Context: an optimization exercise on an open-source flow, tuned for small area and few clock cycles. The choices shown serve that exercise and are no tape-out recipe. Function was checked by simulation only, so behaviour that the tests miss may differ from the original. No activity file was given, so power comes from the tool's default toggle rates.

// outlier_hold_moving_average_core
module outlier_hold_moving_average_core (
    input  logic                           aclk,
    input  logic                           aresetn,
    input  logic                           s_valid,
    output logic                           s_ready,
    input  logic [ohma_pkg::SAMPLE_W-1:0]  s_distance_sample,
    output logic                           m_valid,
    input  logic                           m_ready,
    output logic [ohma_pkg::SAMPLE_W-1:0]  m_average_distance,
    output logic                           m_sample_rejected,
    input  logic                           cfg_valid,
    output logic                           cfg_ready,
    input  logic [ohma_pkg::SAMPLE_W-1:0]  cfg_data
);
    localparam int W = ohma_pkg::SAMPLE_W;
    localparam int N = ohma_pkg::WINDOW;
    logic [W-1:0]                  limit_reg;
    logic [ohma_pkg::SUM_W-1:0]    sum_reg;
    logic [ohma_pkg::CNT_W-1:0]    cnt_reg;
    logic                          rejected_reg;
    logic                          sum_valid_reg;
    logic                          m_valid_reg;
    logic                          out_load;
    logic                          accept;
    logic [ohma_pkg::SUM_W-1:0]    sum_add;
    logic [ohma_pkg::SUM_W-1:0]    sum_sub;
    logic [ohma_pkg::SUM_W-1:0]    csa_s;
    logic [ohma_pkg::SUM_W-1:0]    csa_c;
  ...
Size in the first run: ~57 I/O pins.
==> flow/config.mk <==
export PLATFORM = sky130hd
export DESIGN_NAME = outlier_hold_moving_average_core
export DESIGN_NICKNAME = outlier_hold_moving_average_core
export VERILOG_FILES = /design/flow/design.v
export SDC_FILE = /design/flow/constraint.sdc
export NUM_CORES = 4
export LEC_CHECK = 0
export CAP_MARGIN = 20
export CORE_MARGIN = 2
export CORE_UTILIZATION = 40
export CTS_BUF_LIST = sky130_fd_sc_hd__clkbuf_8
export CTS_CLUSTER_DIAMETER = 60
export CTS_CLUSTER_SIZE = 20
export SLEW_MARGIN = 20
==> flow/constraint.sdc <==
create_clock -name core_clock -period 6.0 [get_ports {aclk}]
set_input_delay 1.2000 -clock core_clock [delete_from_list [all_inputs] [get_ports {aclk}]]
set_output_delay 1.2000 -clock core_clock [all_outputs]
set_load 0.01 [all_outputs]
standard.sh (not shown) runs the stock make flow with config.mk's settings and CLKGATE_MAP_FILE= SYNTH_SCRIPT=/design/flow/synth_recipe.tcl, a recipe that flattens the netlist after the stock synthesis.
==> flow/flow/run.sh <==
#!/bin/bash
# Layout flow: the standard flow (standard.sh, unchanged synthesis and steps) with two
# settings passed to ORFS through the environment:
#  - port buffers use the smallest buffer (buf_1) instead of the delay buffer ORFS picks;
#    every input and output port still gets its own buffer;
#  - clock tree synthesis with clkbuf_8 buffers, clusters of up to 20 sinks within 60 um,
#    and no dummy loads (unconnected inverters CTS adds only to balance the tree).
# Each tool's output goes to ORFS's own step logs under orfs/logs; make's output goes to
# flow_make.log here.
set -euo pipefail
cd "$(dirname "$0")/.."
export BUFFER_PORTS_ARGS="-buffer_cell sky130_fd_sc_hd__buf_1"
export CTS_ARGS="-sink_clustering_enable -repair_clock_nets -sink_clustering_size 20 -sink_clustering_max_diameter 60 -buf_list sky130_fd_sc_hd__clkbuf_8 -dont_use_dummy_load"
bash standard.sh > flow_make.log 2>&1
The baseline went through all stages and came out clean.
Testbench counts at the start, summed over its fixed seeds: cycles 24,016.
==> next run, changes <==
==> flow/run.sh (new file) <==
#!/bin/bash
# synth_recipe.tcl (not shown) runs the flow's synth.tcl, then flattens the netlist and writes it again
# the make line also repeats each setting of config.mk as NAME=value (left out here)
make -C /OpenROAD-flow-scripts/flow DESIGN_CONFIG=/design/flow/config.mk WORK_HOME=/design/flow/orfs CLKGATE_MAP_FILE= SYNTH_SCRIPT=/design/flow/synth_recipe.tcl finish
removed: flow/flow/run.sh
removed: flow/standard.sh
Non-clock buffer count goes up by 5.
Routed wire length goes down by 1.3%.
Via count goes up by 0.70%.
Setup slack degrades by 150 ps.
Critical path depth stays the same.

========
Setup of tundra:
outlier_hold_moving_average_core, a different RTL version from the one above (not shown whole).
Size in the first run: ~1100 cells after synthesis, roughly 0.020 mm2 of cells after synthesis.
==> flow/config.mk <==
export PLATFORM = sky130hd
export DESIGN_NAME = outlier_hold_moving_average_core
export DESIGN_NICKNAME = outlier_hold_moving_average_core
export VERILOG_FILES = /design/flow/design.v
export SDC_FILE = /design/flow/constraint.sdc
export NUM_CORES = 4
export LEC_CHECK = 0
export CAP_MARGIN = 20
export CORE_MARGIN = 2
export CORE_UTILIZATION = 40
export CTS_BUF_LIST = sky130_fd_sc_hd__clkbuf_8
export CTS_CLUSTER_DIAMETER = 60
export CTS_CLUSTER_SIZE = 20
export SLEW_MARGIN = 20
==> flow/constraint.sdc <==
create_clock -name core_clock -period 6.0 [get_ports {aclk}]
set_input_delay 1.2000 -clock core_clock [delete_from_list [all_inputs] [get_ports {aclk}]]
set_output_delay 1.2000 -clock core_clock [all_outputs]
set_load 0.01 [all_outputs]
==> flow/flow/run.sh <==
#!/bin/bash
# Layout flow: the standard flow (standard.sh, unchanged synthesis and steps) with two
# settings passed to ORFS through the environment:
#  - port buffers use the smallest buffer (buf_1) instead of the delay buffer ORFS picks;
#    every input and output port still gets its own buffer;
#  - clock tree synthesis with clkbuf_8 buffers, clusters of up to 20 sinks within 60 um,
#    and no dummy loads (unconnected inverters CTS adds only to balance the tree).
# Each tool's output goes to ORFS's own step logs under orfs/logs; make's output goes to
# flow_make.log here.
set -euo pipefail
cd "$(dirname "$0")/.."
export BUFFER_PORTS_ARGS="-buffer_cell sky130_fd_sc_hd__buf_1"
export CTS_ARGS="-sink_clustering_enable -repair_clock_nets -sink_clustering_size 16 -sink_clustering_max_diameter 50 -buf_list {sky130_fd_sc_hd__clkbuf_4 sky130_fd_sc_hd__clkbuf_8} -dont_use_dummy_load"
bash standard.sh > flow_make.log 2>&1
Testbench counts of tundra, summed over its fixed seeds: cycles 24,008.
Edits applied to the flow inputs when going from tundra to ember:
-- flow/flow/run.sh --
<<< tundra, line 13
export CTS_ARGS="-sink_clustering_enable -repair_clock_nets -sink_clustering_size 16 -sink_clustering_max_diameter 50 -buf_list {sky130_fd_sc_hd__clkbuf_4 sky130_fd_sc_hd__clkbuf_8} -dont_use_dummy_load"
>>> ember, line 13
export CTS_ARGS="-sink_clustering_enable -repair_clock_nets -sink_clustering_size 20 -sink_clustering_max_diameter 60 -buf_list sky130_fd_sc_hd__clkbuf_8 -dont_use_dummy_load"
==> comparison <==
The power in ember was lower than what tundra gave. met1 layer usage reported by global route across tundra and ember: no real change. ~same non-clock buffer share of cell area in tundra and ember. Diff tundra -> ember: minimum clock period after layout rose by 0.0039 ns, final worst slack has decreased, fraction of power spent switching nets rose by 0.23 points, part of the cycle the worst path needs comparable, routed wire length shows no meaningful change.
## Diff of input files: quartz against ember
-- flow/flow/run.sh --
<<< ember, line 13
export CTS_ARGS="-sink_clustering_enable -repair_clock_nets -sink_clustering_size 20 -sink_clustering_max_diameter 60 -buf_list sky130_fd_sc_hd__clkbuf_8 -dont_use_dummy_load"
>>> quartz, line 13
export CTS_ARGS="-sink_clustering_enable -repair_clock_nets -sink_clustering_size 30 -sink_clustering_max_diameter 70 -buf_list {sky130_fd_sc_hd__clkbuf_8 sky130_fd_sc_hd__clkbuf_16} -dont_use_dummy_load"
==> notes.md <==
Number of detailed-route iterations in the first pass for quartz is higher than for ember.
quartz ended with every stage complete and zero timing, DRC or antenna violations.
From ember to quartz, layout multi-input combinational cell count did not move at all.
The estimated power of quartz ends up higher than the estimate for ember.
Share of the cycle needed by the critical path after routing in quartz vs ember: down 0.18 points
Compared to ember, quartz shows a wider setup margin.
quartz vs. ember: deepest level of the CTS H-tree went down by 1.

-- port drivers added, routing unchanged --
The flow's constraints put no driver on any port. The routed layouts listed below were extracted and timed again, unchanged, in two steps. Step 1, drivers: a clkbuf_16 drives aclk and a buf_2 each remaining input, both assumed. Step 2, shift: input delay + t, output delay - t, t = (earliest + latest rising clock arrival at the registers) / 2. This alone moves slack from input paths to output paths. a / b / c = ideal ports / drivers / drivers and shift; a / b = the first two.
| run | shift t [ns] | setup WS [ns] | hold slack, ns | slew at the worst register clock pin (ns) | worst data-port slew with drivers (ns) |
|---|---|---|---|---|---|
| the first run of note 1 | 0.630 | 0.420 / 0.420 / 0.080 | 0.335 / 0.335 / 0.335 | 0.12 / 0.12 | 0.05 |
| the second run of note 1 | 0.665 | 0.266 / 0.266 / -0.234 | 0.404 / 0.404 / 0.404 | 0.12 / 0.12 | 0.05 |
| tundra | 0.625 | 0.257 / 0.209 / 0.080 | 0.368 / 0.368 / 0.368 | 0.10 / 0.10 | 0.05 |
| ember | 0.614 | 0.253 / 0.201 / 0.054 | 0.342 / 0.342 / 0.342 | 0.12 / 0.12 | 0.05 |
| quartz | 0.608 | 0.264 / 0.213 / 0.083 | 0.370 / 0.370 / 0.370 | 0.11 / 0.11 | 0.05 |
With both steps, setup timing fails in the second run of note 1, where it was met with ideal ports. The setup slack of the second run of note 1, which loses most, moves by 0.000 ns with the drivers and by -0.500 ns with both steps.
